Source: an optimization exercise on an open RTL-to-GDS flow (aim: a short achievable clock period and few clock cycles). Production flows keep margins and buffers that such runs may drop.
Function was checked by simulation only, so behaviour that the tests miss may differ from the original.
Power is estimated from default activity; no workload was simulated.

==> flow/design.v <==
package rv_isa_pkg;
	localparam int XLEN     = 32;
	localparam int NUM_REGS = 32;
	typedef logic [XLEN-1:0] word_t;
	typedef logic [4:0]      reg_idx_t;
	typedef logic [XLEN-3:0] mem_addr_t;
	typedef logic [6:0]      opcode_t;
	typedef logic [2:0]      funct3_t;
	localparam opcode_t OP_RTYPE  = 7'b0110011;
	localparam opcode_t OP_ITYPE  = 7'b0010011;
	localparam opcode_t OP_LOAD   = 7'b0000011;
	localparam opcode_t OP_STORE  = 7'b0100011;
	localparam opcode_t OP_BRANCH = 7'b1100011;
	localparam opcode_t OP_JAL    = 7'b1101111;
	localparam opcode_t OP_JALR   = 7'b1100111;
	localparam funct3_t F3_ADD  = 3'b000;
	localparam funct3_t F3_SLL  = 3'b001;
	localparam funct3_t F3_SLT  = 3'b010;
	localparam funct3_t F3_SLTU = 3'b011;
	localparam funct3_t F3_XOR  = 3'b100;
	localparam funct3_t F3_SR   = 3'b101;
	localparam funct3_t F3_OR   = 3'b110;
	localparam funct3_t F3_AND  = 3'b111;
	localparam funct3_t F3_BEQ  = 3'b000;
	localparam funct3_t F3_BNE  = 3'b001;
	localparam funct3_t F3_BLT  = 3'b100;
	localparam funct3_t F3_BGE  = 3'b101;
	localparam funct3_t F3_BLTU = 3'b110;
	localparam funct3_t F3_BGEU = 3'b111;
endpackage
package rv_pipe_pkg;
	typedef logic [3:0] alu_op_t;
	localparam alu_op_t ALU_ADD  = 4'd0;
	localparam alu_op_t ALU_SUB  = 4'd1;
	localparam alu_op_t ALU_XOR  = 4'd2;
	localparam alu_op_t ALU_OR   = 4'd3;
	localparam alu_op_t ALU_AND  = 4'd4;
	localparam alu_op_t ALU_SLL  = 4'd5;
	localparam alu_op_t ALU_SRL  = 4'd6;
	localparam alu_op_t ALU_SRA  = 4'd7;
	localparam alu_op_t ALU_SLT  = 4'd8;
	localparam alu_op_t ALU_SLTU = 4'd9;
	typedef logic [1:0] fwd_sel_t;
	localparam fwd_sel_t FWD_REG = 2'd0;
	localparam fwd_sel_t FWD_WB  = 2'd1;
	localparam fwd_sel_t FWD_MEM = 2'd2;
	localparam fwd_sel_t FWD_EX  = 2'd3;
	localparam logic [31:0] NOP_INSTR = 32'h0000_0013;
endpackage
`timescale 1ns/1ps
module rv_fetch_decode (
	input  logic      Clk,
	input  logic      rst_n,
	input  rv_isa_pkg::word_t     i_imem_rdata,
	input  logic      i_stall,
	input  logic      i_redirect,
	input  logic      i_redirect2,
	input  rv_isa_pkg::word_t     i_redirect_pc,
	input  logic      i_upd_br,
	input  logic [1:0] i_upd_ctr,
	input  logic      i_upd_jalr,
	input  logic [8:2] i_upd_pc,
	input  logic [11:1] i_upd_tgt,
	output rv_isa_pkg::mem_addr_t o_imem_addr,
	output logic      o_valid,
	output rv_isa_pkg::word_t     o_ir,
	output logic [31:1] o_rs1_oh,
	output logic [31:1] o_rs2_oh,
	output rv_isa_pkg::word_t     o_pc,
	output logic      o_pred_taken,
	output logic [1:0] o_ctr,
	output logic [8:2] o_key,
	output rv_isa_pkg::word_t     o_jalr_pred
);
	localparam int BHT_N = 64;
	localparam int BTB_N = 16;
	rv_isa_pkg::word_t pc;
	rv_isa_pkg::word_t pc_d;
	rv_isa_pkg::word_t pc_keep;
	rv_isa_pkg::word_t redir_v;
	rv_isa_pkg::mem_addr_t pc_port_n;
	rv_isa_pkg::word_t fi;
	rv_isa_pkg::word_t pc_seq;
	rv_isa_pkg::word_t imm_j;
	rv_isa_pkg::word_t imm_b;
	rv_isa_pkg::word_t t_jal;
	rv_isa_pkg::word_t t_br;
	rv_isa_pkg::word_t t_jalr;
	rv_isa_pkg::word_t pred_npc;
	logic [12:0] lo_b;
	logic [20:0] lo_j;
	logic co_b;
	logic co_j;
	logic [31:13] pc_hi_p;
	logic [31:13] pc_hi_m;
	logic [31:21] pc_jhi_p;
	logic [31:21] pc_jhi_m;
	logic take_jalr;
	logic li_ok;
	logic f_fuse;
	logic f_zero;
	logic jalr_known;
	logic [12:0] li_sum;
	rv_isa_pkg::word_t t_jalr_k;
	logic take_seq;
	logic f_jal;
	logic f_br;
	logic f_jalr;
	logic f_br_pred;
	logic bht_taken;
	logic [1:0] bht_ctr;
	logic [1:0] bht_raw;
	logic bht_hit;
	logic btb_hit_raw;
	logic [1:0] nx_ctr;
	logic nx_hit;
	logic nx_bhit;
	logic [11:1] nx_tgt;
	logic [8:2] nx_key;
	logic btb_hit;
	logic [1:0]  bht     [BHT_N];
	logic        bht_v   [BHT_N];
	logic        btb_v   [BTB_N];
	logic [2:0]  btb_tag [BTB_N];
	logic [11:1] btb_tgt [BTB_N];
	assign fi = i_imem_rdata;
	assign o_imem_addr = ~pc_port_n;
	assign f_jal  = (fi[6:0] == rv_isa_pkg::OP_JAL);
	assign f_br   = (fi[6:0] == rv_isa_pkg::OP_BRANCH);
	assign f_jalr = (fi[6:0] == rv_isa_pkg::OP_JALR);
	assign imm_b = {{19{fi[31]}}, fi[31], fi[7], fi[30:25], fi[11:8], 1'b0};
	assign imm_j = {{11{fi[31]}}, fi[31], fi[19:12], fi[20], fi[30:21], 1'b0};
	always_comb begin
		bht_raw = '0;
		bht_hit = 1'b0;
		for (int i = 0; i < BHT_N; i++) begin
			bht_raw = bht_raw | ({2{pc[7:2] == 6'(i)}} & bht[i]);
			bht_hit = bht_hit | ((pc[7:2] == 6'(i)) & bht_v[i]);
		end
	end
	assign btb_hit_raw = btb_v[pc[5:2]] && (btb_tag[pc[5:2]] == pc[8:6]);
	always_ff @(posedge Clk) begin
		if (!rst_n) begin
			nx_ctr  <= '0;
			nx_hit  <= 1'b0;
			nx_bhit <= 1'b0;
			nx_tgt  <= '0;
			nx_key  <= '0;
		end else if (!i_stall) begin
			nx_ctr  <= bht_raw;
			nx_hit  <= bht_hit;
			nx_bhit <= btb_hit_raw;
			nx_tgt  <= btb_tgt[pc[5:2]];
			nx_key  <= pc[8:2];
		end
	end
	assign bht_ctr   = nx_hit ? nx_ctr : {fi[12], !fi[12]};
	assign bht_taken = bht_ctr[1];
	assign btb_hit   = nx_bhit;
	assign f_br_pred = f_br && (fi[14:13] != 2'b01) && (fi[31] || bht_taken);
	rv_incdec #(.W(30), .L(5)) u_seq (
		.i_x   (pc[31:2]),
		.o_inc (pc_seq[31:2]),
		.o_dec ()
	);
	assign pc_seq[1:0] = pc[1:0];
	rv_incdec #(.W(19), .L(5)) u_hi_b (
		.i_x   (pc[31:13]),
		.o_inc (pc_hi_p),
		.o_dec (pc_hi_m)
	);
	rv_adder #(.W(13), .L(4)) u_add_b (
		.i_a    (pc[12:0]),
		.i_b    (imm_b[12:0]),
		.i_cin  (1'b0),
		.o_sum  (lo_b),
		.o_cout (co_b)
	);
	rv_adder #(.W(21), .L(5)) u_add_j (
		.i_a    (pc[20:0]),
		.i_b    (imm_j[20:0]),
		.i_cin  (1'b0),
		.o_sum  (lo_j),
		.o_cout (co_j)
	);
	rv_incdec #(.W(11), .L(4)) u_hi_j (
		.i_x   (pc[31:21]),
		.o_inc (pc_jhi_p),
		.o_dec (pc_jhi_m)
	);
	assign t_br  = {(co_b == fi[31]) ? pc[31:13] : (co_b ? pc_hi_p : pc_hi_m), lo_b};
	assign t_jal = {(co_j == fi[31]) ? pc[31:21] : (co_j ? pc_jhi_p : pc_jhi_m), lo_j};
	assign t_jalr = {pc[31:12], nx_tgt, 1'b0};
	assign li_ok  = o_valid && (o_ir[6:0] == rv_isa_pkg::OP_ITYPE) &&
		(o_ir[14:12] == rv_isa_pkg::F3_ADD) && (o_ir[19:15] == 5'd0) && (o_ir[11:7] != 5'd0);
	assign f_fuse = li_ok && (fi[19:15] == o_ir[11:7]);
	assign f_zero = (fi[19:15] == 5'd0);
	rv_adder #(.W(13), .L(4)) u_add_li (
		.i_a    ({o_ir[31], o_ir[31:20]}),
		.i_b    ({fi[31], fi[31:20]}),
		.i_cin  (1'b0),
		.o_sum  (li_sum),
		.o_cout ()
	);
	assign t_jalr_k = f_fuse ? {{19{li_sum[12]}}, li_sum[12:1], 1'b0} :
		f_zero ? {{20{fi[31]}}, fi[31:21], 1'b0} : t_jalr;
	assign jalr_known = f_fuse || f_zero || btb_hit;
	assign take_jalr = f_jalr && jalr_known;
	assign take_seq  = !(f_jal || f_br_pred || take_jalr);
	assign pred_npc = ({32{f_jal}} & t_jal) | ({32{f_br_pred}} & t_br) |
		({32{take_jalr}} & t_jalr_k) | ({32{take_seq}} & pc_seq);
	assign redir_v = {{16{i_redirect2}}, {16{i_redirect}}};
	assign pc_keep = i_stall ? pc : pred_npc;
	assign pc_d    = {32{rst_n}} & ((redir_v & i_redirect_pc) | (~redir_v & pc_keep));
	always_ff @(posedge Clk) begin
		pc        <= pc_d;
		pc_port_n <= ~pc_d[rv_isa_pkg::XLEN-1:2];
	end
	always_ff @(posedge Clk) begin
		if (!rst_n || i_redirect) begin
			o_valid <= 1'b0;
		end else if (!i_stall) begin
			o_valid <= 1'b1;
		end
	end
	always_ff @(posedge Clk) begin
		if (!rst_n) begin
			o_ir         <= '0;
			o_rs1_oh     <= '0;
			o_rs2_oh     <= '0;
			o_pc         <= '0;
			o_pred_taken <= 1'b0;
			o_ctr        <= '0;
			o_key        <= '0;
			o_jalr_pred  <= '0;
		end else if (!i_stall) begin
			o_ir         <= fi;
			for (int i = 1; i < 32; i++) begin
				o_rs1_oh[i] <= (fi[19:15] == 5'(i));
				o_rs2_oh[i] <= (fi[24:20] == 5'(i));
			end
			o_pc         <= pc;
			o_pred_taken <= f_br_pred;
			o_ctr        <= bht_ctr;
			o_key        <= nx_key;
			o_jalr_pred  <= jalr_known ? t_jalr_k : pc_seq;
		end
	end
	always_ff @(posedge Clk) begin
		if (!rst_n) begin
			for (int i = 0; i < BHT_N; i++) begin
				bht[i] <= 2'b01;
			end
		end else if (i_upd_br) begin
			bht[i_upd_pc[7:2]] <= i_upd_ctr;
		end
	end
	always_ff @(posedge Clk) begin
		if (!rst_n) begin
			for (int i = 0; i < BHT_N; i++) begin
				bht_v[i] <= 1'b0;
			end
		end else if (i_upd_br) begin
			bht_v[i_upd_pc[7:2]] <= 1'b1;
		end
	end
	always_ff @(posedge Clk) begin
		if (!rst_n) begin
			for (int i = 0; i < BTB_N; i++) begin
				btb_v[i] <= 1'b0;
			end
		end else if (i_upd_jalr) begin
			btb_v[i_upd_pc[5:2]] <= 1'b1;
		end
	end
	always_ff @(posedge Clk) begin
		if (i_upd_jalr) begin
			btb_tag[i_upd_pc[5:2]] <= i_upd_pc[8:6];
			btb_tgt[i_upd_pc[5:2]] <= i_upd_tgt;
		end
	end
endmodule
`timescale 1ns/1ps
module rv_reg_file (
	input  logic     Clk,
	input  logic     rst_n,
	input  logic [31:1] i_rs1_oh,
	input  logic [31:1] i_rs2_oh,
	input  rv_isa_pkg::reg_idx_t i_wr_idx,
	input  logic     i_wr_en,
	input  rv_isa_pkg::word_t    i_wr_data,
	output rv_isa_pkg::word_t    o_rs1_data,
	output rv_isa_pkg::word_t    o_rs2_data
);
	rv_isa_pkg::word_t regs [1:rv_isa_pkg::NUM_REGS-1];
	always_ff @(posedge Clk) begin
		if (!rst_n) begin
			for (int i = 1; i < rv_isa_pkg::NUM_REGS; i++) begin
				regs[i] <= '0;
			end
		end else if (i_wr_en) begin
			regs[i_wr_idx] <= i_wr_data;
		end
	end
	always_comb begin
		o_rs1_data = '0;
		o_rs2_data = '0;
		for (int i = 1; i < rv_isa_pkg::NUM_REGS; i++) begin
			o_rs1_data = o_rs1_data | ({rv_isa_pkg::XLEN{i_rs1_oh[i]}} & regs[i]);
			o_rs2_data = o_rs2_data | ({rv_isa_pkg::XLEN{i_rs2_oh[i]}} & regs[i]);
		end
	end
endmodule
`timescale 1ns/1ps
module rv_hazard_unit (
	input  logic     Clk,
	input  logic     rst_n,
	input  logic     i_valid,
	input  logic     i_redirect,
	input  logic     i_is_load,
	input  rv_isa_pkg::reg_idx_t i_rd,
	input  rv_isa_pkg::word_t    i_fetch,
	input  rv_isa_pkg::reg_idx_t i_rs1,
	input  rv_isa_pkg::reg_idx_t i_rs2,
	input  rv_isa_pkg::reg_idx_t i_ex_rd,
	input  rv_isa_pkg::reg_idx_t i_mem_rd,
	input  logic     i_ex_wen,
	input  logic     i_mem_wen,
	output logic     o_ex_rs1,
	output logic     o_mem_rs1,
	output logic     o_ex_rs2,
	output logic     o_mem_rs2,
	output logic     o_stall
);
	assign o_ex_rs1  = i_ex_wen && (i_ex_rd == i_rs1);
	assign o_mem_rs1 = i_mem_wen && (i_mem_rd == i_rs1);
	assign o_ex_rs2  = i_ex_wen && (i_ex_rd == i_rs2);
	assign o_mem_rs2 = i_mem_wen && (i_mem_rd == i_rs2);
	logic f_use_rs1;
	logic f_use_rs2;
	logic stall_q;
	rv_isa_pkg::opcode_t f_op;
	assign f_op = i_fetch[6:0];
	assign f_use_rs1 = (f_op == rv_isa_pkg::OP_RTYPE) || (f_op == rv_isa_pkg::OP_ITYPE) ||
		(f_op == rv_isa_pkg::OP_LOAD) || (f_op == rv_isa_pkg::OP_STORE) ||
		(f_op == rv_isa_pkg::OP_BRANCH) || (f_op == rv_isa_pkg::OP_JALR);
	assign f_use_rs2 = (f_op == rv_isa_pkg::OP_RTYPE) || (f_op == rv_isa_pkg::OP_STORE) ||
		(f_op == rv_isa_pkg::OP_BRANCH);
	always_ff @(posedge Clk) begin
		if (!rst_n || i_redirect || stall_q || !i_valid) begin
			stall_q <= 1'b0;
		end else begin
			stall_q <= i_is_load && (i_rd != '0) &&
				((f_use_rs1 && (i_fetch[19:15] == i_rd)) || (f_use_rs2 && (i_fetch[24:20] == i_rd)));
		end
	end
	assign o_stall = stall_q;
endmodule
`timescale 1ns/1ps
module rv_adder #(
	parameter int W = 32,
	parameter int L = 5
) (
	input  logic [W-1:0] i_a,
	input  logic [W-1:0] i_b,
	input  logic         i_cin,
	output logic [W-1:0] o_sum,
	output logic         o_cout
);
	logic [W-1:0] p0;
	logic [W-1:0] g [0:L];
	logic [W-1:0] p [0:L];
	assign p0   = i_a ^ i_b;
	assign p[0] = p0;
	assign g[0] = (i_a & i_b) | {{(W-1){1'b0}}, p0[0] & i_cin};
	for (genvar l = 0; l < L; l++) begin : g_lvl
		for (genvar i = 0; i < W; i++) begin : g_bit
			if (i >= (1 << l)) begin : g_comb
				assign g[l+1][i] = g[l][i] | (p[l][i] & g[l][i-(1<<l)]);
				assign p[l+1][i] = p[l][i] & p[l][i-(1<<l)];
			end else begin : g_pass
				assign g[l+1][i] = g[l][i];
				assign p[l+1][i] = p[l][i];
			end
		end
	end
	assign o_sum  = p0 ^ {g[L][W-2:0], i_cin};
	assign o_cout = g[L][W-1];
endmodule
module rv_incdec #(
	parameter int W = 32,
	parameter int L = 5
) (
	input  logic [W-1:0] i_x,
	output logic [W-1:0] o_inc,
	output logic [W-1:0] o_dec
);
	logic [W-1:0] ones  [0:L];
	logic [W-1:0] zeros [0:L];
	assign ones[0]  = i_x;
	assign zeros[0] = ~i_x;
	for (genvar l = 0; l < L; l++) begin : g_lvl
		for (genvar i = 0; i < W; i++) begin : g_bit
			if (i >= (1 << l)) begin : g_comb
				assign ones[l+1][i]  = ones[l][i] & ones[l][i-(1<<l)];
				assign zeros[l+1][i] = zeros[l][i] & zeros[l][i-(1<<l)];
			end else begin : g_pass
				assign ones[l+1][i]  = ones[l][i];
				assign zeros[l+1][i] = zeros[l][i];
			end
		end
	end
	assign o_inc = i_x ^ {ones[L][W-2:0], 1'b1};
	assign o_dec = i_x ^ {zeros[L][W-2:0], 1'b1};
endmodule
module rv_ltu #(
	parameter int W = 32,
	parameter int L = 5
) (
	input  logic [W-1:0] i_a,
	input  logic [W-1:0] i_b,
	output logic         o_ltu
);
	logic [W-1:0] g [0:L];
	logic [W-1:0] t [0:L];
	assign g[0] = i_a & ~i_b;
	assign t[0] = i_a | ~i_b;
	for (genvar l = 0; l < L; l++) begin : g_lvl
		for (genvar i = 0; i < W; i++) begin : g_bit
			if (i >= (1 << l)) begin : g_comb
				assign g[l+1][i] = g[l][i] | (t[l][i] & g[l][i-(1<<l)]);
				assign t[l+1][i] = t[l][i] & t[l][i-(1<<l)];
			end else begin : g_pass
				assign g[l+1][i] = g[l][i];
				assign t[l+1][i] = t[l][i];
			end
		end
	end
	assign o_ltu = !(g[L][W-1] | t[L][W-1]);
endmodule
module rv_bru (
	input  rv_isa_pkg::word_t i_a,
	input  rv_isa_pkg::word_t i_b,
	input  rv_isa_pkg::word_t i_q0,
	input  rv_isa_pkg::word_t i_q1,
	input  logic [6:0] i_mis,
	input  logic       i_is_jalr,
	output logic       o_lt,
	output logic       o_ltu,
	output logic       o_mis_br,
	output logic       o_redirect
);
	localparam int M_EQ  = 0;
	localparam int M_NE  = 1;
	localparam int M_LT  = 2;
	localparam int M_GE  = 3;
	localparam int M_LTU = 4;
	localparam int M_GEU = 5;
	localparam int M_ANY = 6;
	logic eq;
	assign eq = (i_a == i_b);
	rv_ltu #(.W(32), .L(5)) u_ltu (
		.i_a   (i_a),
		.i_b   (i_b),
		.o_ltu (o_ltu)
	);
	assign o_lt = (i_a[31] ^ i_b[31]) ? i_a[31] : o_ltu;
	assign o_mis_br = (i_mis[M_EQ] & eq) | (i_mis[M_NE] & !eq) |
		(i_mis[M_LT] & o_lt) | (i_mis[M_GE] & !o_lt) |
		(i_mis[M_LTU] & o_ltu) | (i_mis[M_GEU] & !o_ltu) | i_mis[M_ANY];
	assign o_redirect = o_mis_br || (i_is_jalr && (i_a != i_q0) && (i_a != i_q1));
endmodule
module rv_execute (
	input  logic      Clk,
	input  logic      rst_n,
	input  logic      i_bubble,
	input  rv_isa_pkg::reg_idx_t  i_rd,
	input  rv_isa_pkg::word_t     i_op_a,
	input  rv_isa_pkg::word_t     i_op_b,
	input  rv_isa_pkg::word_t     i_store_data,
	input  rv_isa_pkg::word_t     i_link,
	input  rv_isa_pkg::word_t     i_alt_pc,
	input  rv_isa_pkg::word_t     i_jalr_q0,
	input  rv_isa_pkg::word_t     i_jalr_q1,
	input  logic [8:2] i_pc,
	input  logic [9:0] i_sel,
	input  logic      i_sra,
	input  logic [6:0] i_mis,
	input  logic      i_pred_taken,
	input  logic [1:0] i_ctr,
	input  logic      i_is_branch,
	input  logic      i_is_jalr,
	input  logic      i_is_load,
	input  logic      i_is_store,
	input  logic      i_wen,
	input  rv_isa_pkg::word_t     i_dmem_rdata,
	output logic      o_redirect,
	output logic      o_redirect2,
	output rv_isa_pkg::word_t     o_redirect_pc,
	output logic      o_upd_br,
	output logic [1:0] o_upd_ctr,
	output logic      o_upd_jalr,
	output logic [8:2] o_upd_pc,
	output logic [11:1] o_upd_tgt,
	output rv_isa_pkg::word_t     o_ex_result,
	output rv_isa_pkg::reg_idx_t  o_ex_rd,
	output logic      o_ex_wen,
	output logic      o_ex_is_load,
	output rv_isa_pkg::reg_idx_t  o_mem_rd,
	output logic      o_mem_wen,
	output rv_isa_pkg::word_t     o_mem_result,
	output logic      o_dmem_ren,
	output logic      o_dmem_wen,
	output rv_isa_pkg::mem_addr_t o_dmem_addr,
	output rv_isa_pkg::word_t     o_dmem_wdata
);
	localparam int S_ADD  = 0;
	localparam int S_SUB  = 1;
	localparam int S_XOR  = 2;
	localparam int S_OR   = 3;
	localparam int S_AND  = 4;
	localparam int S_SLL  = 5;
	localparam int S_SR   = 6;
	localparam int S_SLT  = 7;
	localparam int S_SLTU = 8;
	localparam int S_LINK = 9;
	rv_isa_pkg::word_t a;
	rv_isa_pkg::word_t b;
	rv_isa_pkg::word_t a_d_n;
	rv_isa_pkg::word_t b_d_n;
	rv_isa_pkg::word_t a_s;
	rv_isa_pkg::word_t b_s;
	rv_isa_pkg::word_t a_c;
	rv_isa_pkg::word_t b_c;
	rv_isa_pkg::word_t sdata;
	rv_isa_pkg::word_t link;
	rv_isa_pkg::word_t alt_pc;
	rv_isa_pkg::word_t q0;
	rv_isa_pkg::word_t q1;
	logic [8:2] pcl;
	logic [9:0] sel;
	logic       sra;
	logic [6:0] mis;
	logic       pred_taken;
	logic [1:0] ctr;
	logic       taken;
	logic       is_branch;
	logic       is_jalr;
	logic       is_load;
	logic       is_store;
	logic       wen;
	rv_isa_pkg::reg_idx_t rd;
	rv_isa_pkg::word_t sum_add;
	rv_isa_pkg::word_t sum_sub;
	logic       cout_add;
	logic       cout_sub;
	rv_isa_pkg::word_t sll;
	rv_isa_pkg::word_t sr;
	logic       eq;
	logic       lt;
	logic       ltu;
	logic       mis_br;
	logic       kill;
	logic       is_branch_v;
	logic       is_jalr_v;
	logic       is_load_v;
	logic       is_store_v;
	logic       wen_v;
	logic [6:0] mis_v;
	logic       upd_br;
	logic [1:0] upd_ctr;
	logic       upd_jalr;
	logic [8:2] upd_pc;
	logic [11:1] upd_tgt;
	rv_isa_pkg::word_t mem_res;
	rv_isa_pkg::word_t mem_sdata;
	logic       mem_is_load;
	logic       mem_ren_n;
	logic       mem_is_store;
	always_ff @(posedge Clk) begin
		if (!rst_n || i_bubble) begin
			is_branch <= 1'b0;
			is_jalr   <= 1'b0;
			is_load   <= 1'b0;
			is_store  <= 1'b0;
			wen       <= 1'b0;
			mis       <= '0;
		end else begin
			is_branch <= i_is_branch;
			is_jalr   <= i_is_jalr;
			is_load   <= i_is_load;
			is_store  <= i_is_store;
			wen       <= i_wen;
			mis       <= i_mis;
		end
	end
	always_ff @(posedge Clk) begin
		if (!rst_n) begin
			kill <= 1'b0;
		end else begin
			kill <= o_redirect;
		end
	end
	assign is_branch_v = is_branch && !kill;
	assign is_jalr_v   = is_jalr && !kill;
	assign is_load_v   = is_load && !kill;
	assign is_store_v  = is_store && !kill;
	assign wen_v       = wen && !kill;
	assign mis_v       = mis & {7{!kill}};
	always_ff @(posedge Clk) begin
		if (!rst_n) begin
			a_s <= '1;
			b_s <= '1;
			a_c <= '0;
			b_c <= '0;
		end else begin
			a_s <= i_op_a;
			b_s <= i_op_b;
			a_c <= i_op_a;
			b_c <= i_op_b;
		end
	end
	always_ff @(posedge Clk) begin
		a_d_n      <= ~i_op_a;
		b_d_n      <= ~i_op_b;
		a          <= i_op_a;
		b          <= i_op_b;
		sdata      <= i_store_data;
		link       <= i_link;
		alt_pc     <= i_alt_pc;
		q0         <= i_jalr_q0;
		q1         <= i_jalr_q1;
		pcl        <= i_pc;
		sel        <= i_sel;
		sra        <= i_sra;
		pred_taken <= i_pred_taken;
		ctr        <= i_ctr;
		rd         <= i_rd;
	end
	rv_adder #(.W(32)) u_add (
		.i_a    (a_s),
		.i_b    (b_s),
		.i_cin  (1'b0),
		.o_sum  (sum_add),
		.o_cout (cout_add)
	);
	rv_adder #(.W(32)) u_sub (
		.i_a    (a),
		.i_b    (~b),
		.i_cin  (1'b1),
		.o_sum  (sum_sub),
		.o_cout (cout_sub)
	);
	assign sll = a << b[4:0];
	assign sr  = rv_isa_pkg::word_t'({{32{sra & a[31]}}, a} >> b[4:0]);
	rv_bru u_bru (
		.i_a        (a_c),
		.i_b        (b_c),
		.i_q0       (q0),
		.i_q1       (q1),
		.i_mis      (mis_v),
		.i_is_jalr  (is_jalr_v),
		.o_lt       (lt),
		.o_ltu      (ltu),
		.o_mis_br   (mis_br),
		.o_redirect (o_redirect)
	);
	rv_bru u_bru2 (
		.i_a        (~a_d_n),
		.i_b        (~b_d_n),
		.i_q0       (q0),
		.i_q1       (q1),
		.i_mis      (mis_v),
		.i_is_jalr  (is_jalr_v),
		.o_lt       (),
		.o_ltu      (),
		.o_mis_br   (),
		.o_redirect (o_redirect2)
	);
	assign o_ex_result =
		({32{sel[S_ADD]}}  & sum_add) |
		({32{sel[S_SUB]}}  & sum_sub) |
		({32{sel[S_XOR]}}  & (a ^ b)) |
		({32{sel[S_OR]}}   & (a | b)) |
		({32{sel[S_AND]}}  & (a & b)) |
		({32{sel[S_SLL]}}  & sll) |
		({32{sel[S_SR]}}   & sr) |
		{31'b0, sel[S_SLT] & lt} |
		{31'b0, sel[S_SLTU] & ltu} |
		({32{sel[S_LINK]}} & link);
	assign taken = pred_taken ^ mis_br;
	assign o_redirect_pc = is_jalr_v ? {sum_add[31:1], 1'b0} : alt_pc;
	always_ff @(posedge Clk) begin
		if (!rst_n) begin
			upd_br   <= 1'b0;
			upd_jalr <= 1'b0;
		end else begin
			upd_br   <= is_branch_v;
			upd_jalr <= is_jalr_v;
		end
	end
	always_ff @(posedge Clk) begin
		if (taken) begin
			upd_ctr <= (ctr == 2'b11) ? 2'b11 : ctr + 2'b01;
		end else begin
			upd_ctr <= (ctr == 2'b00) ? 2'b00 : ctr - 2'b01;
		end
		upd_pc    <= pcl;
		upd_tgt   <= sum_add[11:1];
	end
	assign o_upd_br    = upd_br;
	assign o_upd_ctr   = upd_ctr;
	assign o_upd_jalr  = upd_jalr;
	assign o_upd_pc    = upd_pc;
	assign o_upd_tgt   = upd_tgt;
	assign o_ex_rd      = rd;
	assign o_ex_wen     = wen_v;
	assign o_ex_is_load = is_load_v;
	always_ff @(posedge Clk) begin
		if (!rst_n) begin
			o_mem_wen    <= 1'b0;
			mem_is_load  <= 1'b0;
			mem_ren_n    <= 1'b1;
			mem_is_store <= 1'b0;
		end else begin
			o_mem_wen    <= wen_v;
			mem_is_load  <= is_load_v;
			mem_ren_n    <= !is_load_v;
			mem_is_store <= is_store_v;
		end
	end
	always_ff @(posedge Clk) begin
		o_mem_rd  <= rd;
		mem_res   <= o_ex_result;
		mem_sdata <= sdata;
	end
	assign o_dmem_ren   = !mem_ren_n;
	assign o_dmem_wen   = mem_is_store;
	assign o_dmem_addr  = mem_res[rv_isa_pkg::XLEN-1:2];
	assign o_dmem_wdata = mem_sdata;
	assign o_mem_result = mem_is_load ? i_dmem_rdata : mem_res;
endmodule
`timescale 1ns/1ps
module rv_core (
	input  logic      Clk,
	input  logic      rst_n,
	input  rv_isa_pkg::word_t     i_imem_rdata,
	input  rv_isa_pkg::word_t     i_dmem_rdata,
	output rv_isa_pkg::mem_addr_t o_imem_addr,
	output logic      o_dmem_ren,
	output logic      o_dmem_wen,
	output rv_isa_pkg::mem_addr_t o_dmem_addr,
	output rv_isa_pkg::word_t     o_dmem_wdata
);
	logic     id_valid;
	rv_isa_pkg::word_t    ir;
	logic [31:1] rs1_oh;
	logic [31:1] rs2_oh;
	rv_isa_pkg::word_t    id_pc;
	logic     id_pred_taken;
	rv_isa_pkg::word_t    id_jalr_pred;
	rv_isa_pkg::opcode_t  opcode;
	rv_isa_pkg::funct3_t  funct3;
	rv_isa_pkg::reg_idx_t rs1;
	rv_isa_pkg::reg_idx_t rs2;
	rv_isa_pkg::reg_idx_t rd;
	logic     is_rtype;
	logic     is_itype;
	logic     is_load;
	logic     is_store;
	logic     is_branch;
	logic     is_jal;
	logic     is_jalr;
	logic     wen;
	logic [9:0] sel;
	logic     sra;
	logic [6:0] mis;
	logic     f3_eq;
	logic     f3_ne;
	logic     f3_lt;
	logic     f3_ge;
	logic     f3_ltu;
	logic     f3_geu;
	logic     use_b_rs2;
	rv_isa_pkg::word_t    jalr_q0;
	rv_isa_pkg::word_t    jalr_q1;
	rv_isa_pkg::word_t    op_a;
	rv_isa_pkg::word_t    op_b;
	rv_isa_pkg::word_t    st_data;
	rv_isa_pkg::word_t    imm_i;
	rv_isa_pkg::word_t    imm_s;
	rv_isa_pkg::word_t    imm_b;
	rv_isa_pkg::word_t    rs1_data;
	rv_isa_pkg::word_t    rs2_data;
	rv_isa_pkg::word_t    rs1_val;
	rv_isa_pkg::word_t    rs2_val;
	rv_isa_pkg::word_t    pc_inc;
	rv_isa_pkg::word_t    alt_pc;
	logic     stall;
	logic     bubble;
	logic     ex_rs1;
	logic     mem_rs1;
	logic     ex_rs2;
	logic     mem_rs2;
	logic     redirect;
	logic     redirect2;
	rv_isa_pkg::word_t    redirect_pc;
	logic     upd_br;
	logic [1:0] upd_ctr;
	logic [1:0] id_ctr;
	logic [8:2] id_key;
	logic     upd_jalr;
	logic [8:2] upd_pc;
	logic [11:1] upd_tgt;
	rv_isa_pkg::word_t    ex_result;
	rv_isa_pkg::reg_idx_t ex_rd;
	logic     ex_wen;
	logic     ex_is_load;
	rv_isa_pkg::reg_idx_t mem_rd;
	logic     mem_wen;
	rv_isa_pkg::word_t    mem_result;
	rv_fetch_decode u_fetch (
		.Clk           (Clk),
		.rst_n         (rst_n),
		.i_imem_rdata  (i_imem_rdata),
		.i_stall       (stall),
		.i_redirect    (redirect),
		.i_redirect2   (redirect2),
		.i_redirect_pc (redirect_pc),
		.i_upd_br      (upd_br),
		.i_upd_ctr     (upd_ctr),
		.i_upd_jalr    (upd_jalr),
		.i_upd_pc      (upd_pc),
		.i_upd_tgt     (upd_tgt),
		.o_imem_addr   (o_imem_addr),
		.o_valid       (id_valid),
		.o_ir          (ir),
		.o_rs1_oh      (rs1_oh),
		.o_rs2_oh      (rs2_oh),
		.o_pc          (id_pc),
		.o_pred_taken  (id_pred_taken),
		.o_ctr         (id_ctr),
		.o_key         (id_key),
		.o_jalr_pred   (id_jalr_pred)
	);
	assign opcode = ir[6:0];
	assign funct3 = ir[14:12];
	assign rs1    = ir[19:15];
	assign rs2    = ir[24:20];
	assign rd     = ir[11:7];
	assign is_rtype  = (opcode == rv_isa_pkg::OP_RTYPE);
	assign is_itype  = (opcode == rv_isa_pkg::OP_ITYPE);
	assign is_load   = (opcode == rv_isa_pkg::OP_LOAD);
	assign is_store  = (opcode == rv_isa_pkg::OP_STORE);
	assign is_branch = (opcode == rv_isa_pkg::OP_BRANCH);
	assign is_jal    = (opcode == rv_isa_pkg::OP_JAL);
	assign is_jalr   = (opcode == rv_isa_pkg::OP_JALR);
	assign wen     = (is_rtype || is_itype || is_load || is_jal || is_jalr) && (rd != '0);
	assign imm_i = {{20{ir[31]}}, ir[31:20]};
	assign imm_s = {{20{ir[31]}}, ir[31:25], ir[11:7]};
	assign imm_b = {{19{ir[31]}}, ir[31], ir[7], ir[30:25], ir[11:8], 1'b0};
	always_comb begin
		sel = '0;
		sra = 1'b0;
		if (is_rtype || is_itype) begin
			case (funct3)
				(rv_isa_pkg::F3_ADD):  begin sel[1] = is_rtype && ir[30]; sel[0] = !(is_rtype && ir[30]); end
				(rv_isa_pkg::F3_SLL):  sel[5] = 1'b1;
				(rv_isa_pkg::F3_SLT):  sel[7] = 1'b1;
				(rv_isa_pkg::F3_SLTU): sel[8] = 1'b1;
				(rv_isa_pkg::F3_XOR):  sel[2] = 1'b1;
				(rv_isa_pkg::F3_SR):   begin sel[6] = 1'b1; sra = ir[30]; end
				(rv_isa_pkg::F3_OR):   sel[3] = 1'b1;
				default:               sel[4] = 1'b1;
			endcase
		end else if (is_jal || is_jalr) begin
			sel[9] = 1'b1;
		end else begin
			sel[0] = 1'b1;
		end
	end
	assign f3_eq  = (funct3 == rv_isa_pkg::F3_BEQ);
	assign f3_ne  = (funct3 == rv_isa_pkg::F3_BNE);
	assign f3_lt  = (funct3 == rv_isa_pkg::F3_BLT);
	assign f3_ge  = (funct3 == rv_isa_pkg::F3_BGE);
	assign f3_ltu = (funct3 == rv_isa_pkg::F3_BLTU);
	assign f3_geu = (funct3 == rv_isa_pkg::F3_BGEU);
	assign mis[0] = is_branch && ((f3_eq && !id_pred_taken) || (f3_ne && id_pred_taken));
	assign mis[1] = is_branch && ((f3_ne && !id_pred_taken) || (f3_eq && id_pred_taken));
	assign mis[2] = is_branch && ((f3_lt && !id_pred_taken) || (f3_ge && id_pred_taken));
	assign mis[3] = is_branch && ((f3_ge && !id_pred_taken) || (f3_lt && id_pred_taken));
	assign mis[4] = is_branch && ((f3_ltu && !id_pred_taken) || (f3_geu && id_pred_taken));
	assign mis[5] = is_branch && ((f3_geu && !id_pred_taken) || (f3_ltu && id_pred_taken));
	assign mis[6] = is_branch && (funct3[2:1] == 2'b01) && id_pred_taken;
	rv_adder #(.W(32)) u_q0 (
		.i_a    (id_jalr_pred),
		.i_b    (~imm_i),
		.i_cin  (1'b1),
		.o_sum  (jalr_q0),
		.o_cout ()
	);
	rv_adder #(.W(32)) u_q1 (
		.i_a    ({id_jalr_pred[31:1], 1'b1}),
		.i_b    (~imm_i),
		.i_cin  (1'b1),
		.o_sum  (jalr_q1),
		.o_cout ()
	);
	rv_reg_file u_reg_file (
		.Clk        (Clk),
		.rst_n      (rst_n),
		.i_rs1_oh   (rs1_oh),
		.i_rs2_oh   (rs2_oh),
		.i_wr_idx   (mem_rd),
		.i_wr_en    (mem_wen),
		.i_wr_data  (mem_result),
		.o_rs1_data (rs1_data),
		.o_rs2_data (rs2_data)
	);
	rv_hazard_unit u_hazard (
		.Clk          (Clk),
		.rst_n        (rst_n),
		.i_valid      (id_valid),
		.i_redirect   (redirect),
		.i_is_load    (is_load),
		.i_rd         (rd),
		.i_fetch      (i_imem_rdata),
		.i_rs1        (rs1),
		.i_rs2        (rs2),
		.i_ex_rd      (ex_rd),
		.i_mem_rd     (mem_rd),
		.i_ex_wen     (ex_wen),
		.i_mem_wen    (mem_wen),
		.o_ex_rs1     (ex_rs1),
		.o_mem_rs1    (mem_rs1),
		.o_ex_rs2     (ex_rs2),
		.o_mem_rs2    (mem_rs2),
		.o_stall      (stall)
	);
	assign use_b_rs2 = is_rtype || is_branch;
	assign rs1_val = mem_rs1 ? mem_result : rs1_data;
	assign rs2_val = mem_rs2 ? mem_result : rs2_data;
	assign op_a    = ex_rs1 ? ex_result : rs1_val;
	assign op_b    = (use_b_rs2 && ex_rs2) ? ex_result :
		use_b_rs2 ? rs2_val : (is_store ? imm_s : imm_i);
	assign st_data = ex_rs2 ? ex_result : rs2_val;
	assign pc_inc = id_pc + 32'd4;
	assign alt_pc = id_pred_taken ? pc_inc : (id_pc + imm_b);
	assign bubble = !id_valid || stall;
	rv_execute u_execute (
		.Clk           (Clk),
		.rst_n         (rst_n),
		.i_bubble      (bubble),
		.i_rd          (rd),
		.i_op_a        (op_a),
		.i_op_b        (op_b),
		.i_store_data  (st_data),
		.i_link        (pc_inc),
		.i_alt_pc      (alt_pc),
		.i_jalr_q0     (jalr_q0),
		.i_jalr_q1     (jalr_q1),
		.i_pc          (id_key),
		.i_sel         (sel),
		.i_sra         (sra),
		.i_mis         (mis),
		.i_pred_taken  (id_pred_taken),
		.i_ctr         (id_ctr),
		.i_is_branch   (is_branch),
		.i_is_jalr     (is_jalr),
		.i_is_load     (is_load),
		.i_is_store    (is_store),
		.i_wen         (wen),
		.i_dmem_rdata  (i_dmem_rdata),
		.o_redirect    (redirect),
		.o_redirect2   (redirect2),
		.o_redirect_pc (redirect_pc),
		.o_upd_br      (upd_br),
		.o_upd_ctr     (upd_ctr),
		.o_upd_jalr    (upd_jalr),
		.o_upd_pc      (upd_pc),
		.o_upd_tgt     (upd_tgt),
		.o_ex_result   (ex_result),
		.o_ex_rd       (ex_rd),
		.o_ex_wen      (ex_wen),
		.o_ex_is_load  (ex_is_load),
		.o_mem_rd      (mem_rd),
		.o_mem_wen     (mem_wen),
		.o_mem_result  (mem_result),
		.o_dmem_ren    (o_dmem_ren),
		.o_dmem_wen    (o_dmem_wen),
		.o_dmem_addr   (o_dmem_addr),
		.o_dmem_wdata  (o_dmem_wdata)
	);
endmodule
==> flow/run.sh <==
#!/bin/bash
# synth_recipe.tcl (not shown) runs the flow's synth.tcl, then flattens the netlist and writes it again
# the make line also repeats each setting of config.mk as NAME=value (left out here)
make -C /OpenROAD-flow-scripts/flow DESIGN_CONFIG=/design/flow/config.mk WORK_HOME=/design/flow/orfs CLKGATE_MAP_FILE= SYNTH_SCRIPT=/design/flow/synth_recipe.tcl finish
==> flow/config.mk <==
export PLATFORM = sky130hd
export DESIGN_NAME = rv_core
export DESIGN_NICKNAME = rv_core
export VERILOG_FILES = /design/flow/design.v
export SDC_FILE = /design/flow/constraint.sdc
export NUM_CORES = 4
export LEC_CHECK = 0
export ABC_AREA = 1
export ABC_CLOCK_PERIOD_IN_PS = 2700
export CAP_MARGIN = 20
export CORE_MARGIN = 2
export CORE_UTILIZATION = 40
export SETUP_SLACK_MARGIN = 3.5
export SLEW_MARGIN = 20
==> flow/constraint.sdc <==
create_clock -name core_clock -period 6.0 [get_ports {Clk}]
set_input_delay 1.2000 -clock core_clock [delete_from_list [all_inputs] [get_ports {Clk}]]
set_output_delay 1.2000 -clock core_clock [all_outputs]
set_load 0.01 [all_outputs]
==> results by group, run 1 <==
STA
  • Final TNS setup: 0 ps
  • Clock Skew: 163.9 ps
  • Max Clock Freq: 0.3483 GHz
  • Fin crit period: 2871 ps
  • RSZ-0062 raised after global routing: yes
  • Worst-Margin Slew: 1327 ps
  • Slew headroom: 10.59%
  • Final hold viol count: 0
  • Setup violation total in the final timing report: 0
  • Tcrit/Tclk final: 47.85%
  • Worst setup margin: roughly 3100 ps
  • Max Slew Vio Count: 0

CTS
  • Skew-Pair Late Insertion Delay: 1050 ps
  • Maximum clock insertion buffer count: 4
  • Cts hold-fix bufs: 0
  • Clock net sink count: 2220
  • Root Buffer: clkbuf_16
  • Htree depth: 4
  • CTS Buf Count: 245
  • CTS tree: done
  • Clk pin slew, worst setup/hold paths: 60 ps

Pwr
  • Power Dens Cells: 281.2 nW/µm²
  • Leak: 60.45 nW
  • Peak VDD IR: 0.2970 mV

Routing
  • Vias/cell: 6.201
  • Total wire length: 610.9 mm
  • Via count: 117200
  • Per-cell routed wire length: between 30 and 40 µm
  • Iter 0 DRT Violations: 19680
  • First drt pass iteration count: 12
  • Antenna-violating nets left: 0
  • Wire length on met2: 244.3 mm
  • Met1 wire length: roughly 220 mm
  • DR top layer: met5
  • DRC: 0
  • Metal3 WL: a little over 90 mm

Hold path
  • Hold WC Path Type: register to register

Setup path
  • CP max FO: 12
  • Worst setup SP type: register
  • CP endpoint kind: register
  • CP Class: register to register
  • Arrival @ worst endpoint: between 3000 and 4000 ps
  • CP required: 6770 ps

Placed design
  • Placer Congestion: roughly 1.0
  • PortBufs: about 160
  • Pre-CTS setup slack: around 1200 ps
  • Placed cell area: 122400 µm²
  • Dpl hpwl: 384.7 mm

Yosys
  • Top-count cell post-synth: nand2_1
  • Sequential-to-total area share from yosys stat: between 50 and 60%
  • Top cells by area, synth: edfxtp_1 (35%), dfxtp_1 (15%), nand2_1 (13%), nor2_1 (6.9%), inv_1 (4.1%)
  • Warnings, synthesis: 26
  • Syn nets: 14780
  • Biggest area consumer among synthesized cells: edfxtp_1
  • Area share of the largest cell type after synthesis: 34.94%
  • Netlist cell types: 78
  • Fraction of registers with async set/reset: 0%
  • Mapped Avg Cell Area: 8.053 µm²
  • Yosys reg bits: 2220
  • Syn Std Cell Area: 115500 µm²
  • Ys flop type: edfxtp_1
  • Mapped Cells: between 10000 and 15000
  • Number of synthesized flops with an enable pin: 1344
  • Synth top cells by count: nand2_1 (3905), nor2_1 (2129), edfxtp_1 (1344), inv_1 (1268), dfxtp_1 (876)

Floorplan
  • Die area: 293100 µm²
  • Initial Utilization: 40.16%
  • Ports: 160
  • FP Rows: roughly 200
  • Core area: 287700 µm²
  • Die height: 541.4 µm
  • Die span in x: between 500 and 600 µm

GRT
  • Grt total ovfl: 0
  • Total track usage: between 30 and 40%
  • First-pass GRT wire length: 812.0 mm
  • Initial antenna violation count: 46
  • Largest net degree at the start of global routing: around 110
  • Vias in the first global route: 104600

Final layout
  • Area grow syn2layout: 28.37%
  • # fillers: 26760
  • Design area: between 100000 and 150000 µm²
  • Fin util: 51.55%
  • Final nets: 15310
  • Share of layout cells above drive strength 1: 23.95%

Status
  • Status: complete, no violations

Job
  • Max-cap violations: 0
==> flip-flops by register name, indices dropped and copies added, names as in the netlist, 48 cells and up <==
signal and count:
u_reg_file.regs 992, u_fetch.bht_v 64, u_fetch.btb_tgt 176, u_fetch.btb_tag 48
u_fetch.bht 128
==> cell usage in the layout, fill, tap and decap left out, types with 100 or more instances in the layout <==
cell type / netlist / final
nand2_2: 8 / 264
buf_6: 2 / 217
ha_1: 359 / 232
dfxtp_1: 876 / 564
o21ai_2: 12 / 127
a22o_1: 129 / 129
clkbuf_16: 0 / 258
a221oi_1: 222 / 164
ha_4: 0 / 100
nand4_1: 364 / 364
inv_1: 1268 / 1077
nor2_2: 17 / 165
dfxtp_2: 0 / 152
nand3_1: 620 / 430
o22ai_1: 107 / 106
inv_2: 33 / 146
nand2_4: 2 / 143
o21ai_0: 699 / 493
o21ai_1: 90 / 138
nor2_1: 2129 / 1892
nand2_1: 3905 / 3469
nand3_2: 6 / 131
buf_12: 0 / 137
dfxtp_4: 0 / 160
edfxtp_1: 1344 / 1344
buf_4: 42 / 585
a21oi_1: 535 / 375
xor2_1: 163 / 151
==> layer usage <==
| layer | global-route usage [%] | vias to the layer above |
|---|---|---|
| met5 | 1.332 | - |
| met4 | 27.31 | 47 |
| met3 | 15.37 | 2909 |
| met2 | 55.99 | 9648 |
| met1 | 48.58 | 55580 |
| li1 | - | 48980 |
==> kinds of logic (layout without fill, tap and decap cells) <==
group / after synthesis / count (layout) / share of synthesized area [%]
simple gates: 7308 / 7327 / 25.86
flops: 2220 / 2220 / 50.12
buf+inv: 2118 / 2838 / 7.094
compound gates: 2105 / 2105 / 11.16
fa+ha+maj: 366 / 366 / 4.010
xor+xnor: 211 / 211 / 1.606
mux: 17 / 17 / 0.1484
other cells: 0 / 29 / 0
==> where the power goes <==
group	total, mW	leakage, nW	internal (mW)	switching (mW)
combinational	8.09	35.8	2.57	5.52
sequential	17.8	20.6	16.9	0.828
clock	15.8	4.04	9.01	6.82
==> critical path, stage by stage, from the launching register on <==
cell and delay (ps):
dfxtp_4 460, buf_6 240, nand2_1 90, nand4_1 140, nor4_4 360, nand4_1 570
o21ai_2 400, nand2_4 170, nand2_8 140, nor2_1 50
==> cell type report <==
| type | count | area (µm²) | share of cell area, % |
|---|---|---|---|
| Timing Repair inverter | 12 | 106.4 | 0.07172 |
| Inverter | 1310 | 5318 | 3.586 |
| Clock buffer | 317 | 6725 | 4.535 |
| Tap cell | 3781 | 4731 | 3.190 |
| Antenna cell | 29 | 72.57 | 0.04894 |
| Clock inverter | 140 | 1506 | 1.016 |
| Sequential cell | 2220 | 58690 | 39.57 |
| Timing Repair Buffer | 1059 | 11350 | 7.652 |
| Multi-Input combinational cell | 10030 | 59800 | 40.33 |
==> timing repair <==
item,in CTS,in global routing
resized for setup,2296,1328
gates cloned,41,19
setup buffers,311,274
setup endpoints to repair,1205,874
pin swaps,282,465
==> final timing paths <==
| kind | from | end | slack (ps) | cells past startpoint |
|---|---|---|---|---|
| max | u_fetch.o_rs1_oh[31] | u_execute.a_c[26] | 3130 | 9 |
| min | u_execute.sdata[26] | u_execute.mem_sdata[26] | 180 | 0 |
| max reg2reg | u_fetch.o_rs1_oh[31] | u_execute.a_c[26] | 3130 | 9 |
| min reg2reg | u_execute.sdata[26] | u_execute.mem_sdata[26] | 180 | 0 |
==> metrics by stage <==
| stage | power (mW) | cells | hold WS, ps |
|---|---|---|---|
| after floorplan | 20.91 | 14350 | 309.6 |
| after global placement | 23.73 | 17760 | 310.6 |
| after detailed placement | 23.71 | 17760 | 313.8 |
| after CTS | 40.27 | 18570 | 197.2 |
| after global routing | 42.47 | 18870 | 208.0 |
| final | 41.70 | 18890 | 178.7 |
Testbench counts, summed over its fixed seeds: cycles 141,434.
==> run 2, diff against run 1 <==
--- a/flow/design.v
+++ b/flow/design.v
@@ -552,6 +552,7 @@
 	rv_isa_pkg::reg_idx_t rd;
 	rv_isa_pkg::word_t sum_add;
 	rv_isa_pkg::word_t sum_sub;
+	rv_isa_pkg::word_t sum_sub_n;
 	logic       cout_add;
 	logic       cout_sub;
 	rv_isa_pkg::word_t sll;
@@ -645,12 +646,13 @@
 		.o_cout (cout_add)
 	);
 	rv_adder #(.W(32)) u_sub (
-		.i_a    (a),
-		.i_b    (~b),
-		.i_cin  (1'b1),
-		.o_sum  (sum_sub),
+		.i_a    (~a),
+		.i_b    (b),
+		.i_cin  (1'b0),
+		.o_sum  (sum_sub_n),
 		.o_cout (cout_sub)
 	);
+	assign sum_sub = ~sum_sub_n;
 	assign sll = a << b[4:0];
 	assign sr  = rv_isa_pkg::word_t'({{32{sra & a[31]}}, a} >> b[4:0]);
 	rv_bru u_bru (
==> run 2 against run 1 <==
Clock-buffer cell count up 1. Register-to-register slack worse by 40 ps. Synthesized cell count down 0.38%. First-iteration DRC count up 12%. Setup slack worse by 45 ps. Design area up 0.61%. Final cell count down 0.15%. Synthesized area up 0.34%. Clock power about the same. Via count up 1.7%. Clock skew down 46 ps. Power up 0.30%. Critical endpoint is now u_fetch.pc_port_n[4].
==> results by group, run 2 <==
Routing
  • First drt pass iteration count: 15 (+3)
  • Iter 0 DRT Violations: 21980 (+12%)
  • Per-cell routed wire length: 33.50 µm (+3.6%)
  • Antenna-violating nets left: 0 (unchanged)
  • DRC: 0 (unchanged)
  • Via count: 119200 (+1.7%)
  • Vias/cell: 6.317 (+1.9%)
  • Total wire length: 631.9 mm (+3.4%)

Setup path
  • Reg2reg path depth: 15 (+6)
  • CP max stage cell: dfxtp_2
  • Worst setup SP type: register
  • Crit path buffers/inverters: 4 (+3)
  • Crit path launch: u_execute.a_c[25]
  • CP Cell Sequence: inv_1 -> ha_1 -> or2_2 -> nor3_4 -> nand2_2 -> nand4_1 -> nand2_2 -> nor2_4 -> nand3_2 -> nor2_4 -> buf_6 -> buf_12 -> buf_16 -> nand2_2 -> nand3_1
  • Worst path depth: 15 (+6)
  • Arrival @ worst endpoint: 3700 ps (+60 ps)
  • CP Capture Point: u_fetch.pc_port_n[4]
  • CP endpoint kind: register
  • FF-to-FF End: u_fetch.pc_port_n[4]
  • FF-to-FF setup slack: 3080 ps (-40 ps)
  • Reg2Reg Launch Point: u_execute.a_c[25]
  • Crit-path max cell delay: 400 ps (-170 ps)
  • Critical Path Most Common Cell: nand2_2
  • CP max FO: 8 (-4)
  • CP Class: register to register
  • Top delay family on crit path: simple AND/OR/NAND/NOR gates
  • CP required: 6780 ps (about the same)

STA
  • Worst setup margin: 3084 ps (-44.64 ps)
  • Max Slew Vio Count: 0 (unchanged)
  • Max Clock Freq: 0.3430 GHz (-1.5%)
  • Final TNS setup: 0 ps (unchanged)
  • Worst-Margin Slew: 1154 ps (-173.2 ps)
  • RSZ-0062 raised after global routing: yes
  • Fin crit period: 2916 ps (+44.64 ps)
  • Final hold viol count: 0 (unchanged)
  • Clock Skew: 118.2 ps (-45.69 ps)
  • Tcrit/Tclk final: 48.59% (+0.74 points)
  • Setup violation total in the final timing report: 0 (unchanged)
  • Slew headroom: 22.26% (+12 points)

CTS
  • Clk pin slew, worst setup/hold paths: 70 ps (about the same)
  • Clock net sink count: 2220 (unchanged)
  • Skew-Pair Late Insertion Delay: 970 ps (-80 ps)
  • Cts hold-fix bufs: 0 (unchanged)
  • CTS tree: done
  • CTS Buf Count: 246 (+0.41%)
  • Maximum clock insertion buffer count: 4 (unchanged)
  • Htree depth: 4 (unchanged)
  • Root Buffer: clkbuf_16

Yosys
  • Yosys reg bits: 2220 (unchanged)
  • Number of synthesized flops with an enable pin: 1344 (unchanged)
  • Ys flop type: edfxtp_1
  • Top cells by area, synth: edfxtp_1 (35%), dfxtp_1 (15%), nand2_1 (12%), nor2_1 (6.7%), inv_1 (4.0%)
  • Synth top cells by count: nand2_1 (3834), nor2_1 (2074), edfxtp_1 (1344), inv_1 (1230), dfxtp_1 (876)
  • Biggest area consumer among synthesized cells: edfxtp_1
  • Syn nets: 14720 (-0.37%)
  • Top-count cell post-synth: nand2_1
  • Area share of the largest cell type after synthesis: 34.82% (-0.12 points)
  • Mapped Avg Cell Area: 8.112 µm² (+0.73%)
  • Sequential-to-total area share from yosys stat: 49.94% (-0.17 points)
  • Syn Std Cell Area: 115900 µm² (+0.34%)
  • Fraction of registers with async set/reset: 0% (unchanged)
  • Warnings, synthesis: 26 (unchanged)
  • Netlist cell types: 79 (+1.3%)
  • Mapped Cells: 14290 (-0.38%)

Final layout
  • Reg with most FFs: u_reg_file.regs
  • Most frequent cells in the layout: nand2_1 (3376), nor2_1 (1884), edfxtp_1 (1344), inv_1 (1019), buf_4 (579)
  • Max reg flops: 992 (unchanged)
  • Share of layout cells above drive strength 1: 24.07% (+0.11 points)
  • Design area: 149200 µm² (+0.61%)
  • Area grow syn2layout: 28.71%
  • Final nets: 15280 (-0.20%)
  • Commonest non-fill, non-tap cell in the layout: nand2_1

Floorplan
  • FP Rows: 197 (unchanged)
  • Die span in x: 542.3 µm (+0.17%)
  • Die height: 542.3 µm (+0.17%)
  • Ports: 160 (unchanged)
  • Die area: 294100 µm² (+0.34%)
  • Initial Utilization: 40.23% (+0.069 points)
  • Core area: 288100 µm² (+0.17%)

Placed design
  • Placer Congestion: 1.034 (-0.22%)
  • Placed cell area: 122900 µm² (+0.40%)
  • Pre-CTS setup slack: 1123 ps (-126.6 ps)
  • PortBufs: 159 (unchanged)
  • Dpl hpwl: 397.1 mm (+3.2%)

Pwr
  • Peak VDD IR: 0.3140 mV (+5.7%)
  • Power Dens Cells: 280.3 nW/µm² (-0.31%)
  • Design Power: 41.83 mW (+0.30%)
  • Leak: 60.38 nW (-0.12%)

GRT
  • First-pass GRT wire length: 847.7 mm (+4.4%)
  • Initial antenna violation count: 50 (+8.7%)
  • Grt total ovfl: 0 (unchanged)
  • Total track usage: 41.11% (+1.8 points)
  • Vias in the first global route: 107600 (+2.9%)
  • Largest net degree at the start of global routing: 183 (+69%)

Status
  • Status: complete, no violations

Job
  • Max-cap violations: 0 (unchanged)

Hold path
  • Hold WC Path Type: register to register
run 2: cell types whose count changed after synthesis, moves of 18 or more:
cell      before   now
buf_2         58    83
nand2_1     3905  3834
nor2_1      2129  2074
nand3_1      620   717
o21ai_0      699   643
inv_1       1268  1230
o211ai_1      79    58
xor2_1       163   202
clkbuf_1     646   625
mux2i_1       16    34
run 2: power by group:
group | switching, mW | internal (mW) | total, mW
clock | 6.77 | 8.93 | 15.7
combinational | 5.72 | 2.68 | 8.40
sequential | 0.797 | 16.9 | 17.7
total | 13.3 | 28.5 | 41.8
run 2: timing repair:
item,CTS,global route
endpoints found under the setup margin,1926,778
gates cloned,50,7
pin swaps,360,459
setup buffers,372,244
gates resized for setup,2539,1061
run 2: area by class of cell:
cell class	instances	area (µm²)
Fill cell	26720	138900
Multi-Input combinational cell	10010	60530
Sequential cell	2220	58670
Timing Repair Buffer	1084	11860
Clock buffer	318	6810
Inverter	1278	5166
Tap cell	3781	4731
Clock inverter	133	1321
Antenna cell	38	95.09
Timing Repair inverter	3	23.77
run 2: worst reg2reg max path: cells and delay by family (launching register included):
kind	cells	cell delay [ps]
adder cells (fa/ha/maj)	1	210
buffers and inverters	4	500
flip-flops	1	400
AND/OR/NAND/NOR	10	1660
run 2: worst min path at each step:
stage,from,to,slack [ps],depth (start not counted)
floorplan,u_execute.sdata[0],u_execute.mem_sdata[0],310,0
global placement,u_execute.sdata[4],u_execute.mem_sdata[4],310,0
detailed placement,u_execute.sdata[27],u_execute.mem_sdata[27],310,0
CTS,u_execute.sdata[4],u_execute.mem_sdata[4],290,0
global route,u_execute.sdata[4],u_execute.mem_sdata[4],300,0
finish,u_execute.sdata[4],u_execute.mem_sdata[4],280,0
run 2: per-stage QoR:
step / hold slack, ps / util (%) / instances
after detailed placement: 312.1 / 42.66 / 17700
after CTS: 285.0 / 49.63 / 18580
after floorplan: 309.6 / - / 14290
after global placement: 310.6 / 42.64 / 17700
after global routing: 300.1 / 51.75 / 18830
final: 283.9 / 51.78 / 18870
run 2: cell families after synthesis:
group | Yosys count | synth area share, %
multiplexers | 34 | 0.2936
flip-flops | 2220 | 49.94
AO/OA/AOI/OAI | 2017 | 10.69
buffers and inverters | 2081 | 7.019
AND/OR/NAND/NOR | 7330 | 26.20
adder cells (fa/ha/maj) | 366 | 3.996
XOR/XNOR | 242 | 1.854
run 2: metal layers:
| layer | track usage, % | part of all wire [%] |
|---|---|---|
| met5 | 1.710 | 0.16 |
| met4 | 27.49 | 8.9 |
| met2 | 56.85 | 39 |
| met3 | 17.61 | 16 |
| met1 | 51.47 | 36 |
Testbench counts of run 2, summed over its fixed seeds: cycles 141,434.

-- what the ideal ports hide --
How much do the figures lean on ideal ports? The routed layouts below were timed once more, with nothing changed but the port constraints. Step 1, drivers: a clkbuf_16 drives Clk and a buf_2 each remaining input, both assumed. Step 2 also shifts input and output timing later by t, the mid clock arrival at the registers, as if the neighbouring blocks saw the same clock. Slacks: ideal / step 1 / step 2; pairs: ideal / step 1.
run | t (ns) | slack for setup (ns) | worst setup path after step 2 | latest minus earliest clock arrival (ns) | worst slew at a driven data input, ns
run 1 | 1.075 | 3.129 / 3.129 / 2.288 | input to register | 0.172 / 0.172 | 0.11
run 2 | 1.030 | 3.084 / 3.006 / 1.976 | input to register | 0.150 / 0.150 | 0.46
After both steps setup and hold are still met in every run listed. For run 2, which loses most, drivers alone change the setup slack by -0.078 ns; drivers and shift together by -1.108 ns.
